This design comes from an exercise in tuning for small area, a short achievable clock period and few clock cycles per item on the open sky130 flow, not from production work. Function was checked by simulation only, so behaviour that the tests miss may differ from the original.

### config.mk
export PLATFORM = sky130hd
export DESIGN_NAME = issue_core
export DESIGN_NICKNAME = issue_core
export VERILOG_FILES = /design/flow/design.v
export SDC_FILE = /design/flow/constraint.sdc
export NUM_CORES = 4
export LEC_CHECK = 0
export CAP_MARGIN = 20
export CORE_MARGIN = 2
export CORE_UTILIZATION = 40
export SLEW_MARGIN = 20
### constraint.sdc
create_clock -name core_clock -period 6.3 [get_ports {clock}]
set_input_delay 1.2600 -clock core_clock [delete_from_list [all_inputs] [get_ports {clock}]]
set_output_delay 1.2600 -clock core_clock [all_outputs]
set_load 0.01 [all_outputs]
### design.v
localparam TAG_W   = 5;
localparam DATA_W  = 16;
localparam ENTRY_W = 1 + 3 + TAG_W + 1 + TAG_W + DATA_W + 1 + TAG_W + DATA_W;   
localparam E_VALID = 52;
localparam E_OP    = 49;    
localparam E_DEST  = 44;    
localparam E_S1RDY = 43;
localparam E_S1TAG = 38;    
localparam E_S1VAL = 22;    
localparam E_S2RDY = 21;
localparam E_S2TAG = 16;    
localparam E_S2VAL = 0;     
localparam CDB_W   = 1 + TAG_W + DATA_W;                                         
localparam C_VALID = 21;
localparam C_TAG   = 16;    
localparam C_VAL   = 0;     
localparam OP_ADD  = 3'd0;
localparam OP_SUB  = 3'd1;
localparam OP_AND  = 3'd2;
localparam OP_OR   = 3'd3;
localparam OP_XOR  = 3'd4;
localparam OP_MUL  = 3'd5;
`timescale 1ns/1ps
`default_nettype none
module rs_bank #(
    parameter int DEPTH = 4
) (
    input  logic                     clock,
    input  logic                     rst,
    input  logic                     flush,
    input  logic [52:0]              dispatch,
    input  logic [21:0]              cdb,
    input  logic [DEPTH-1:0]         clear,
    output logic [DEPTH*53-1:0]      entries,
    output logic                     full
);
localparam TAG_W   = 5;
localparam DATA_W  = 16;
localparam ENTRY_W = 1 + 3 + TAG_W + 1 + TAG_W + DATA_W + 1 + TAG_W + DATA_W;   
localparam E_VALID = 52;
localparam E_OP    = 49;    
localparam E_DEST  = 44;    
localparam E_S1RDY = 43;
localparam E_S1TAG = 38;    
localparam E_S1VAL = 22;    
localparam E_S2RDY = 21;
localparam E_S2TAG = 16;    
localparam E_S2VAL = 0;     
localparam CDB_W   = 1 + TAG_W + DATA_W;                                         
localparam C_VALID = 21;
localparam C_TAG   = 16;    
localparam C_VAL   = 0;     
localparam OP_ADD  = 3'd0;
localparam OP_SUB  = 3'd1;
localparam OP_AND  = 3'd2;
localparam OP_OR   = 3'd3;
localparam OP_XOR  = 3'd4;
localparam OP_MUL  = 3'd5;
    logic [DEPTH-1:0]         occupied;
    logic [DEPTH-1:0]         ins_sel;
    logic [DEPTH*ENTRY_W-1:0] woken;
    logic [ENTRY_W-1:0]       disp_woken;
    function automatic [ENTRY_W-1:0] wake(input [ENTRY_W-1:0] e, input [CDB_W-1:0] bc);
        reg [ENTRY_W-1:0] w;
        begin
            w = e;
            if (bc[C_VALID] && !e[E_S1RDY] && e[E_S1TAG +: TAG_W] == bc[C_TAG +: TAG_W]) begin
                w[E_S1RDY]           = 1'b1;
                w[E_S1VAL +: DATA_W] = bc[C_VAL +: DATA_W];
            end
            if (bc[C_VALID] && !e[E_S2RDY] && e[E_S2TAG +: TAG_W] == bc[C_TAG +: TAG_W]) begin
                w[E_S2RDY]           = 1'b1;
                w[E_S2VAL +: DATA_W] = bc[C_VAL +: DATA_W];
            end
            wake = w;
        end
    endfunction
    always_comb begin
        for (int i = 0; i < DEPTH; i++) begin
            woken[i*ENTRY_W +: ENTRY_W] = wake(entries[i*ENTRY_W +: ENTRY_W], cdb);
        end
        disp_woken = wake(dispatch, cdb);
    end
    always_comb begin
        logic found;
        found   = 1'b0;
        ins_sel = '0;
        for (int i = 0; i < DEPTH; i++) begin
            occupied[i] = entries[i*ENTRY_W + E_VALID];
            if (!occupied[i] && !found) begin
                ins_sel[i] = 1'b1;
                found      = 1'b1;
            end
        end
    end
    assign full = &occupied;
    always_ff @(posedge clock) begin
        for (int i = 0; i < DEPTH; i++) begin
            if (rst || flush) begin
                entries[i*ENTRY_W + E_VALID] <= 1'b0;
            end else if (dispatch[E_VALID] && ins_sel[i]) begin
                entries[i*ENTRY_W +: ENTRY_W] <= disp_woken;
            end else begin
                entries[i*ENTRY_W +: ENTRY_W] <= woken[i*ENTRY_W +: ENTRY_W];
                if (clear[i]) begin
                    entries[i*ENTRY_W + E_VALID] <= 1'b0;
                end
            end
        end
    end
endmodule
`default_nettype wire
`timescale 1ns/1ps
`default_nettype none
module allocator #(
    parameter int NUM_REQ = 4,
    parameter int NUM_RES = 2
) (
    input  logic                         clock,
    input  logic                         rst,
    input  logic                         flush,
    input  logic [NUM_REQ-1:0]           req,
    input  logic [NUM_RES-1:0]           unit_release,
    output logic [NUM_REQ*NUM_RES-1:0]   grant
);
    logic [NUM_RES-1:0] busy;
    logic [NUM_RES-1:0] avail;
    logic [NUM_RES-1:0] taken;
    assign avail = ~busy | unit_release;
    always_comb begin
        logic [NUM_RES-1:0] left;
        logic               got;
        left  = avail;
        grant = '0;
        for (int r = 0; r < NUM_REQ; r++) begin
            got = 1'b0;
            for (int u = 0; u < NUM_RES; u++) begin
                if (req[r] && left[u] && !got) begin
                    grant[r*NUM_RES + u] = 1'b1;
                    left[u]              = 1'b0;
                    got                  = 1'b1;
                end
            end
        end
        taken = avail & ~left;
    end
    always_ff @(posedge clock) begin
        if (rst || flush) begin
            busy <= '0;
        end else begin
            busy <= (busy & ~unit_release) | taken;
        end
    end
endmodule
`default_nettype wire
`timescale 1ns/1ps
`default_nettype none
module stage_issue #(
    parameter int ALU_RS_DEPTH  = 4,
    parameter int MULT_RS_DEPTH = 2,
    parameter int NUM_ALU       = 2
) (
    input  logic                          clock,
    input  logic                          rst,
    input  logic                          flush,
    input  logic [ALU_RS_DEPTH*53-1:0]    alu_entries,
    input  logic [MULT_RS_DEPTH*53-1:0]   mult_entries,
    input  logic [NUM_ALU-1:0]            alu_grant,
    input  logic                          mult_accept,
    output logic [ALU_RS_DEPTH-1:0]       alu_clear,
    output logic [MULT_RS_DEPTH-1:0]      mult_clear,
    output logic [NUM_ALU*53-1:0]         alu_slots,
    output logic [52:0]                   mult_slot,
    output logic [NUM_ALU-1:0]            alu_req
);
localparam TAG_W   = 5;
localparam DATA_W  = 16;
localparam ENTRY_W = 1 + 3 + TAG_W + 1 + TAG_W + DATA_W + 1 + TAG_W + DATA_W;   
localparam E_VALID = 52;
localparam E_OP    = 49;    
localparam E_DEST  = 44;    
localparam E_S1RDY = 43;
localparam E_S1TAG = 38;    
localparam E_S1VAL = 22;    
localparam E_S2RDY = 21;
localparam E_S2TAG = 16;    
localparam E_S2VAL = 0;     
localparam CDB_W   = 1 + TAG_W + DATA_W;                                         
localparam C_VALID = 21;
localparam C_TAG   = 16;    
localparam C_VAL   = 0;     
localparam OP_ADD  = 3'd0;
localparam OP_SUB  = 3'd1;
localparam OP_AND  = 3'd2;
localparam OP_OR   = 3'd3;
localparam OP_XOR  = 3'd4;
localparam OP_MUL  = 3'd5;
    logic [ALU_RS_DEPTH-1:0]          alu_ready;
    logic [MULT_RS_DEPTH-1:0]         mult_ready;
    logic [ALU_RS_DEPTH*NUM_ALU-1:0]  alu_gnt;
    logic [MULT_RS_DEPTH-1:0]         mult_gnt;
    always_comb begin
        for (int r = 0; r < ALU_RS_DEPTH; r++) begin
            alu_ready[r] = alu_entries[r*ENTRY_W + E_VALID] && alu_entries[r*ENTRY_W + E_S1RDY] &&
                           alu_entries[r*ENTRY_W + E_S2RDY];
        end
        for (int r = 0; r < MULT_RS_DEPTH; r++) begin
            mult_ready[r] = mult_entries[r*ENTRY_W + E_VALID] &&
                            mult_entries[r*ENTRY_W + E_S1RDY] &&
                            mult_entries[r*ENTRY_W + E_S2RDY];
        end
    end
    allocator #(
        .NUM_REQ (ALU_RS_DEPTH),
        .NUM_RES (NUM_ALU)
    ) u_alu_alloc (
        .clock        (clock),
        .rst          (rst),
        .flush        (flush),
        .req          (alu_ready),
        .unit_release (alu_grant),
        .grant        (alu_gnt)
    );
    allocator #(
        .NUM_REQ (MULT_RS_DEPTH),
        .NUM_RES (1)
    ) u_mult_alloc (
        .clock        (clock),
        .rst          (rst),
        .flush        (flush),
        .req          (mult_ready),
        .unit_release (mult_accept),
        .grant        (mult_gnt)
    );
    always_comb begin
        for (int r = 0; r < ALU_RS_DEPTH; r++) begin
            alu_clear[r] = |alu_gnt[r*NUM_ALU +: NUM_ALU];
        end
        mult_clear = mult_gnt;
    end
    always_ff @(posedge clock) begin
        if (rst || flush) begin
            for (int u = 0; u < NUM_ALU; u++) begin
                alu_slots[u*ENTRY_W + E_VALID] <= 1'b0;
            end
            mult_slot[E_VALID] <= 1'b0;
        end else begin
            for (int u = 0; u < NUM_ALU; u++) begin
                if (alu_grant[u]) begin
                    alu_slots[u*ENTRY_W + E_VALID] <= 1'b0;
                end
                for (int r = 0; r < ALU_RS_DEPTH; r++) begin
                    if (alu_gnt[r*NUM_ALU + u]) begin
                        alu_slots[u*ENTRY_W +: ENTRY_W] <= alu_entries[r*ENTRY_W +: ENTRY_W];
                    end
                end
            end
            if (mult_accept) begin
                mult_slot[E_VALID] <= 1'b0;
            end
            for (int r = 0; r < MULT_RS_DEPTH; r++) begin
                if (mult_gnt[r]) begin
                    mult_slot <= mult_entries[r*ENTRY_W +: ENTRY_W];
                end
            end
        end
    end
    always_comb begin
        for (int u = 0; u < NUM_ALU; u++) begin
            alu_req[u] = alu_slots[u*ENTRY_W + E_VALID];
        end
    end
endmodule
`default_nettype wire
`timescale 1ns/1ps
`default_nettype none
module execute #(
    parameter int NUM_ALU = 2
) (
    input  logic                      clock,
    input  logic                      rst,
    input  logic                      flush,
    input  logic [NUM_ALU*53-1:0]     alu_slots,
    input  logic [52:0]               mult_slot,
    input  logic                      mult_grant,
    output logic [NUM_ALU*16-1:0]     alu_results,
    output logic                      mult_accept,
    output logic                      mult_req,
    output logic [21:0]               mult_result
);
localparam TAG_W   = 5;
localparam DATA_W  = 16;
localparam ENTRY_W = 1 + 3 + TAG_W + 1 + TAG_W + DATA_W + 1 + TAG_W + DATA_W;   
localparam E_VALID = 52;
localparam E_OP    = 49;    
localparam E_DEST  = 44;    
localparam E_S1RDY = 43;
localparam E_S1TAG = 38;    
localparam E_S1VAL = 22;    
localparam E_S2RDY = 21;
localparam E_S2TAG = 16;    
localparam E_S2VAL = 0;     
localparam CDB_W   = 1 + TAG_W + DATA_W;                                         
localparam C_VALID = 21;
localparam C_TAG   = 16;    
localparam C_VAL   = 0;     
localparam OP_ADD  = 3'd0;
localparam OP_SUB  = 3'd1;
localparam OP_AND  = 3'd2;
localparam OP_OR   = 3'd3;
localparam OP_XOR  = 3'd4;
localparam OP_MUL  = 3'd5;
    localparam int HALF_W = DATA_W / 2;
    logic              m1_valid;
    logic [TAG_W-1:0]  m1_tag;
    logic [DATA_W-1:0] m1_a;
    logic [DATA_W-1:0] m1_b;
    logic              m2_valid;
    logic [TAG_W-1:0]  m2_tag;
    logic [DATA_W-1:0] m2_lo;
    logic [HALF_W-1:0] m2_hi;
    logic              m3_valid;
    logic [TAG_W-1:0]  m3_tag;
    logic [DATA_W-1:0] m3_value;
    logic              advance;
    function automatic [DATA_W-1:0] alu_eval(input [2:0] op, input [DATA_W-1:0] a,
                                             input [DATA_W-1:0] b);
        begin
            case (op)
                OP_ADD:  alu_eval = a + b;
                OP_SUB:  alu_eval = a - b;
                OP_AND:  alu_eval = a & b;
                OP_OR:   alu_eval = a | b;
                OP_XOR:  alu_eval = a ^ b;
                default: alu_eval = '0;
            endcase
        end
    endfunction
    always_comb begin
        for (int u = 0; u < NUM_ALU; u++) begin
            alu_results[u*DATA_W +: DATA_W] = alu_eval(alu_slots[u*ENTRY_W + E_OP +: 3],
                                                       alu_slots[u*ENTRY_W + E_S1VAL +: DATA_W],
                                                       alu_slots[u*ENTRY_W + E_S2VAL +: DATA_W]);
        end
    end
    assign advance     = !m3_valid || mult_grant;
    assign mult_accept = advance && mult_slot[E_VALID];
    assign mult_req    = m3_valid;
    assign mult_result = {m3_valid, m3_tag, m3_value};
    always_ff @(posedge clock) begin
        if (rst || flush) begin
            m1_valid <= 1'b0;
            m2_valid <= 1'b0;
            m3_valid <= 1'b0;
        end else if (advance) begin
            m1_valid <= mult_slot[E_VALID];
            m1_tag   <= mult_slot[E_DEST +: TAG_W];
            m1_a     <= mult_slot[E_S1VAL +: DATA_W];
            m1_b     <= mult_slot[E_S2VAL +: DATA_W];
            m2_valid <= m1_valid;
            m2_tag   <= m1_tag;
            m2_lo    <= m1_a * m1_b[HALF_W-1:0];
            m2_hi    <= m1_a[HALF_W-1:0] * m1_b[DATA_W-1:HALF_W];
            m3_valid <= m2_valid;
            m3_tag   <= m2_tag;
            m3_value <= m2_lo + {m2_hi, {HALF_W{1'b0}}};
        end
    end
endmodule
`default_nettype wire
`timescale 1ns/1ps
`default_nettype none
module cdb_arbiter #(
    parameter int NUM_ALU = 2
) (
    input  logic                     clock,
    input  logic                     rst,
    input  logic                     flush,
    input  logic [NUM_ALU-1:0]       alu_req,
    input  logic [NUM_ALU*53-1:0]    alu_slots,
    input  logic [NUM_ALU*16-1:0]    alu_results,
    input  logic                     mult_req,
    input  logic [21:0]              mult_result,
    output logic [NUM_ALU-1:0]       alu_grant,
    output logic                     mult_grant,
    output logic [21:0]              cdb
);
localparam TAG_W   = 5;
localparam DATA_W  = 16;
localparam ENTRY_W = 1 + 3 + TAG_W + 1 + TAG_W + DATA_W + 1 + TAG_W + DATA_W;   
localparam E_VALID = 52;
localparam E_OP    = 49;    
localparam E_DEST  = 44;    
localparam E_S1RDY = 43;
localparam E_S1TAG = 38;    
localparam E_S1VAL = 22;    
localparam E_S2RDY = 21;
localparam E_S2TAG = 16;    
localparam E_S2VAL = 0;     
localparam CDB_W   = 1 + TAG_W + DATA_W;                                         
localparam C_VALID = 21;
localparam C_TAG   = 16;    
localparam C_VAL   = 0;     
localparam OP_ADD  = 3'd0;
localparam OP_SUB  = 3'd1;
localparam OP_AND  = 3'd2;
localparam OP_OR   = 3'd3;
localparam OP_XOR  = 3'd4;
localparam OP_MUL  = 3'd5;
    localparam int NUM_REQ = NUM_ALU + 1;
    localparam int PTR_W   = $clog2(NUM_REQ);
    logic [PTR_W-1:0]   ptr;
    logic [PTR_W-1:0]   winner;
    logic [NUM_REQ-1:0] req_vec;
    logic [NUM_REQ-1:0] gnt_vec;
    assign req_vec = {mult_req, alu_req};
    always_comb begin
        int   idx;
        logic found;
        found   = 1'b0;
        gnt_vec = '0;
        winner  = '0;
        for (int k = 0; k < NUM_REQ; k++) begin
            idx = int'(ptr) + k;
            if (idx >= NUM_REQ) begin
                idx = idx - NUM_REQ;
            end
            if (!found && req_vec[idx]) begin
                found        = 1'b1;
                gnt_vec[idx] = 1'b1;
                winner       = PTR_W'(idx);
            end
        end
    end
    assign alu_grant  = gnt_vec[NUM_ALU-1:0];
    assign mult_grant = gnt_vec[NUM_ALU];
    always_comb begin
        cdb          = '0;
        cdb[C_VALID] = |gnt_vec;
        if (mult_grant) begin
            cdb[C_TAG +: TAG_W]  = mult_result[C_TAG +: TAG_W];
            cdb[C_VAL +: DATA_W] = mult_result[C_VAL +: DATA_W];
        end
        for (int u = 0; u < NUM_ALU; u++) begin
            if (alu_grant[u]) begin
                cdb[C_TAG +: TAG_W]  = alu_slots[u*ENTRY_W + E_DEST +: TAG_W];
                cdb[C_VAL +: DATA_W] = alu_results[u*DATA_W +: DATA_W];
            end
        end
    end
    always_ff @(posedge clock) begin
        if (rst || flush) begin
            ptr <= '0;
        end else if (|gnt_vec) begin
            ptr <= (winner == PTR_W'(NUM_ALU)) ? '0 : winner + 1'b1;
        end
    end
endmodule
`default_nettype wire
`timescale 1ns/1ps
`default_nettype none
module issue_core (
    input  logic        clock,
    input  logic        rst,
    input  logic        flush,
    input  logic        alu_valid,
    input  logic [2:0]  alu_op,
    input  logic [4:0]  alu_dest,
    input  logic        alu_src1_ready,
    input  logic [4:0]  alu_src1_tag,
    input  logic [15:0] alu_src1_val,
    input  logic        alu_src2_ready,
    input  logic [4:0]  alu_src2_tag,
    input  logic [15:0] alu_src2_val,
    input  logic        mult_valid,
    input  logic [2:0]  mult_op,
    input  logic [4:0]  mult_dest,
    input  logic        mult_src1_ready,
    input  logic [4:0]  mult_src1_tag,
    input  logic [15:0] mult_src1_val,
    input  logic        mult_src2_ready,
    input  logic [4:0]  mult_src2_tag,
    input  logic [15:0] mult_src2_val,
    output logic        alu_full,
    output logic        mult_full,
    output logic        cdb_valid,
    output logic [4:0]  cdb_tag,
    output logic [15:0] cdb_value
);
    localparam int ALU_RS_DEPTH  = 4;
    localparam int MULT_RS_DEPTH = 2;
    localparam int NUM_ALU       = 2;
    logic [52:0]                  dispatch_alu;
    logic [52:0]                  dispatch_mult;
    logic [21:0]                  cdb;
    logic [ALU_RS_DEPTH*53-1:0]   alu_entries;
    logic [MULT_RS_DEPTH*53-1:0]  mult_entries;
    logic [ALU_RS_DEPTH-1:0]      alu_clear;
    logic [MULT_RS_DEPTH-1:0]     mult_clear;
    logic [NUM_ALU*53-1:0]        alu_slots;
    logic [52:0]                  mult_slot;
    logic [NUM_ALU-1:0]           alu_req;
    logic [NUM_ALU-1:0]           alu_grant;
    logic [NUM_ALU*16-1:0]        alu_results;
    logic                         mult_accept;
    logic                         mult_req;
    logic                         mult_grant;
    logic [21:0]                  mult_result;
    assign dispatch_alu  = {alu_valid, alu_op, alu_dest, alu_src1_ready, alu_src1_tag,
                            alu_src1_val, alu_src2_ready, alu_src2_tag, alu_src2_val};
    assign dispatch_mult = {mult_valid, mult_op, mult_dest, mult_src1_ready, mult_src1_tag,
                            mult_src1_val, mult_src2_ready, mult_src2_tag, mult_src2_val};
    assign cdb_valid = cdb[21];
    assign cdb_tag   = cdb[20:16];
    assign cdb_value = cdb[15:0];
    rs_bank #(.DEPTH(ALU_RS_DEPTH)) u_alu_rs (
        .clock (clock), .rst (rst), .flush (flush),
        .dispatch (dispatch_alu), .cdb (cdb), .clear (alu_clear),
        .entries (alu_entries), .full (alu_full)
    );
    rs_bank #(.DEPTH(MULT_RS_DEPTH)) u_mult_rs (
        .clock (clock), .rst (rst), .flush (flush),
        .dispatch (dispatch_mult), .cdb (cdb), .clear (mult_clear),
        .entries (mult_entries), .full (mult_full)
    );
    stage_issue #(
        .ALU_RS_DEPTH (ALU_RS_DEPTH), .MULT_RS_DEPTH (MULT_RS_DEPTH), .NUM_ALU (NUM_ALU)
    ) u_issue (
        .clock (clock), .rst (rst), .flush (flush),
        .alu_entries (alu_entries), .mult_entries (mult_entries),
        .alu_grant (alu_grant), .mult_accept (mult_accept),
        .alu_clear (alu_clear), .mult_clear (mult_clear),
        .alu_slots (alu_slots), .mult_slot (mult_slot), .alu_req (alu_req)
    );
    execute #(.NUM_ALU(NUM_ALU)) u_execute (
        .clock (clock), .rst (rst), .flush (flush),
        .alu_slots (alu_slots), .mult_slot (mult_slot), .mult_grant (mult_grant),
        .alu_results (alu_results), .mult_accept (mult_accept),
        .mult_req (mult_req), .mult_result (mult_result)
    );
    cdb_arbiter #(.NUM_ALU(NUM_ALU)) u_cdb_arb (
        .clock (clock), .rst (rst), .flush (flush),
        .alu_req (alu_req), .alu_slots (alu_slots), .alu_results (alu_results),
        .mult_req (mult_req), .mult_result (mult_result),
        .alu_grant (alu_grant), .mult_grant (mult_grant), .cdb (cdb)
    );
endmodule
`default_nettype wire
### run.sh
#!/bin/bash
# synth_recipe.tcl (not shown) runs the flow's synth.tcl, then flattens the netlist and writes it again
# the make line also repeats each setting of config.mk as NAME=value (left out here)
make -C /OpenROAD-flow-scripts/flow DESIGN_CONFIG=/design/flow/config.mk WORK_HOME=/design/flow/orfs CLKGATE_MAP_FILE= SYNTH_SCRIPT=/design/flow/synth_recipe.tcl finish
==> flow_summary.ini <==
[outcome]
status = timing/DRC/antenna clean

[global_routing]
grt_max_degree = 81
grt_pass1_wl_um = 134000
antenna_found_initial = 2
grt_usage = 0.218
gr-total-overflow = 0
grt_pass1_vias = 21656

[flow_run]
timing.max_cap.violations = 0

[drt]
route.antenna.remaining_nets = 0
wire_per_inst_um = 23.4
first_pass_iters = 9
num_vias = 21034
drc = 0
wirelength_um = 89800
drt_iter0_drc = 1610
routed_via_density = 5.48

[worst_setup_path]
critPathMaxFanout = 7
critical_path.slowest_cell = clkdlybuf4s50_1
path_cells = or2_2 -> nor2_1 -> buf_4 -> a41oi_1 -> xnor2_1 -> ha_1 -> and4_1 -> o21ai_0 -> or3b_4 -> o31ai_4 -> a21boi_0 -> o31ai_2 -> a32oi_2 -> o21ai_2 -> buf_4 -> clkdlybuf4s50_1
path_class = register to output pin
start_kind = register
crit_top_cell = buf_4
required_ns = 5.04
crit_arrival_ns = 4.76
end_kind = output pin
crit_path_max_incr_delay_ns = 0.54
crit_path_start = u_issue.alu_slots[51]
worstReg2RegStart = u_execute.m1_a[1]

[synthesis]
syn_nets = 2937
netlist_instances = 2604
yosysTopAreaCell = edfxtp_1
synth_common_cells = 510 x edfxtp_1, 195 x inv_1, 176 x mux2_2
ys_types = 88
syn_area_sq_mm = 0.0320
synth_mux_area_frac = 0.129
synthFlopType = edfxtp_1
synth_top_family_by_area = multiplexers
synth-xor-area-share = 0.0465
post_synth_main_area_contributors = edfxtp_1 48%, mux2_2 6.2%, ha_1 5.8%
synth_top_area_share = 0.478
yosys.area_share.simple = 0.0797
yosys.cell_count.top_type = edfxtp_1
synth-adder-area-share = 0.106
ys_ff_latch = 527
async_flop_share = 0
ys_seq_area_frac = 0.489
synth_compound_area_frac = 0.107
synth-edff-count = 510
synth_area_per_cell_sq_um = 12.3
yosys_warnings = 7

[timing]
max_freq_ghz = 0.166
skew_ns = 0.0273
slew_headroom = 0.288
setup-violations-final = 0
fin_crit_sh = 0.956
finalHoldViolations = 0
tightest_slew_ns = 1.06
fin_crit_ns = 6.02
final.setup.tns_ns = 0
drv_slew = 0
hold_ws_ns = 0.413

[cells_and_area]
fin_cells = 3837
syn_to_final_growth_pct = 14.3
seq_area_sq_mm = 0.0157
final_area_sq_mm = 0.0366
nNetsFinal = 3071
final_layout_size_suffix_gt1_frac = 0.176
multi_input_area_sq_mm = 0.0152
nFillCells = 7159

[pwr]
ir_drop_uv = 295
finalPower_w = 0.00822
leakagePower_nw = 14.6
p_per_area_mw_per_mm2 = 225

[worst_hold_path]
hp-class = register to register
hp-start = u_issue.mult_slot[3]

[clock_tree]
clk_pin_slew_ns = 0.06
htreeDepth = 2
cts.hold.buffers_added = 0
cts_made_buffers = 56
clk_latency_ns = 0.62
cts_tree = built
cts_num_sinks = 527
cts_root_buffer = clkbuf_16
cts_buffer_depth = 3

[die]
die_h_um = 287
start_util = 0.405
core_sq_mm = 0.0791
num_rows = 103
ios = 133
dieArea_sq_mm = 0.0823
die_w_um = 287

[place]
dpl_cell_area_sq_mm = 0.0346
dp_cells = 3726
place_hpwl_um = 63700
place_congestion = 0.893
port_buffers = 129
[what timing repair did]
item,CTS,global route
resized for setup,12,15
pin swaps,1,2
setup buffers,0,4
endpoints found under the hold margin,0,0
endpoints found under the setup margin,8,8
[final timing paths]
| check | endpoint | slack [ns] | depth (start not counted) |
|---|---|---|---|
| max reg2reg | u_execute.m2_lo[15] | 1.12 | 16 |
| min reg2reg | u_execute.m1_b[3] | 0.41 | 0 |
| max | cdb_value[13] | 0.28 | 16 |
| min | u_execute.m1_b[3] | 0.41 | 0 |
[layout make-up]
cell class	instances	area share
clock buffers	66	0.0404
clock inverters	38	0.00834
diodes	3	0.000205
repair buffers	205	0.0512
multi-input cells	1753	0.416
well taps	1050	0.0359
flip-flops and latches	527	0.428
inverters	195	0.0200
[stage by stage]
step | setup slack (ns) | util
floorplan | 0.182 | -
global placement | 0.400 | 0.438
detailed placement | 0.410 | 0.438
CTS | 0.00909 | 0.461
global route | -0.0193 | 0.462
finish | 0.276 | 0.463
[kinds of logic after synthesis]
| logic type | count (synthesis) |
|---|---|
| buf+inv | 324 |
| mux | 354 |
| flops | 527 |
| xor+xnor | 170 |
| compound gates | 473 |
| simple gates | 530 |
| fa+ha+maj | 226 |
[sequential cells by signal, indices dropped and copies added, names as in the netlist]
| name | flops |
|---|---|
| u_alu_rs.entries | 212 |
| u_mult_rs.entries | 100 |
| u_issue.alu_slots | 82 |
| u_issue.mult_slot | 38 |
| u_execute.m1_a | 16 |
| u_execute.m1_b | 16 |
| u_execute.m2_lo | 16 |
| u_execute.m3_value | 16 |
| u_execute.m2_hi | 8 |
| u_execute.m1_tag | 5 |
| u_execute.m2_tag | 5 |
| u_execute.m3_tag | 5 |
| u_cdb_arb.ptr | 2 |
| u_issue.u_alu_alloc.busy | 2 |
| u_execute.m1_valid | 1 |
| u_execute.m2_valid | 1 |
| u_execute.m3_valid | 1 |
| u_issue.u_mult_alloc.busy | 1 |
[critical path: cells and delay by family, from the launching register on]
family                     cells  cell delay, ns
xor gates and xnor gates       1            0.17
AOI/OAI and AO/OA              7            1.22
buffers and inverters          3            0.88
adders and majority gates      1            0.35
and+or+nand+nor                4            1.08
DFF                            1            0.44
[cells in the final DEF, fill, tap and decap left out, types with 7 or more instances in the layout]
cell type,synthesis,routed
edfxtp_1,510,510
inv_1,195,195
mux2_2,176,176
nand2_1,169,167
ha_1,149,149
nor2_1,136,133
clkdlybuf4s50_1,0,128
xnor2_1,109,109
a21oi_1,93,91
o21ai_0,93,85
and2_1,83,83
mux2i_1,82,82
fa_1,75,75
buf_4,5,75
xor2_1,61,61
mux2_4,61,61
a21o_1,58,58
clkbuf_16,0,57
a211oi_1,46,45
mux2_1,34,34
a31oi_1,24,24
a222oi_1,17,17
dfxtp_1,17,17
nand2b_1,16,16
nor3_1,20,16
or2_2,16,16
nand4_1,15,15
nor2b_1,14,14
nand3_1,16,14
clkinv_2,0,14
a22oi_1,13,13
clkinv_1,0,13
or3_1,11,11
o41ai_2,0,10
a221oi_1,11,10
o21ai_4,8,10
o21a_1,8,8
o21bai_1,7,7
and3_1,8,7
clkbuf_1,85,7
[per-layer routing]
layer | up-vias | wire length (um) | track usage
li1 | 9725 | - | -
met1 | 10567 | 37800 | 0.279
met2 | 603 | 44600 | 0.381
met3 | 139 | 4270 | 0.0236
met4 | 0 | 3080 | 0.0766
met5 | - | 0 | 0
[power by group]
group          switching (W)  total (W)  internal (W)
logic               0.000527   0.000988      0.000461
registers          0.0000557    0.00402       0.00396
clock network        0.00141    0.00321       0.00181
total                0.00199    0.00822       0.00623
Testbench counts, summed over its fixed seeds: cycles 5,555, items 3,200.

==> what the ideal ports hide <==
Ports are ideal in the flow. The routed layout listed here was re-timed in OpenROAD.
Step 1 (the two cells are an assumption about what drives the block):
set clk [get_ports {clock}]
set_driving_cell -lib_cell sky130_fd_sc_hd__clkbuf_16 $clk
set_driving_cell -lib_cell sky130_fd_sc_hd__buf_2 [delete_from_list [all_inputs] $clk]
Step 2 moves the port delays by t, midway between the first and last clock arrival at a register: inputs arrive t later, outputs are due t later. That takes back most of the time a late clock gives input paths.
Slacks: ideal / step 1 / step 2; pairs: ideal / step 1.
t (ns): 0.673
setup WS [ns]: 0.276 / 0.208 / 0.882
worst setup path at the end: register to output
clock arrival spread, ns: 0.028 / 0.027
worst slew at a driven data input, ns: 0.11
After both steps setup and hold are still met in this run. For this run, drivers alone change the setup slack by -0.068 ns; drivers and shift together by +0.606 ns.
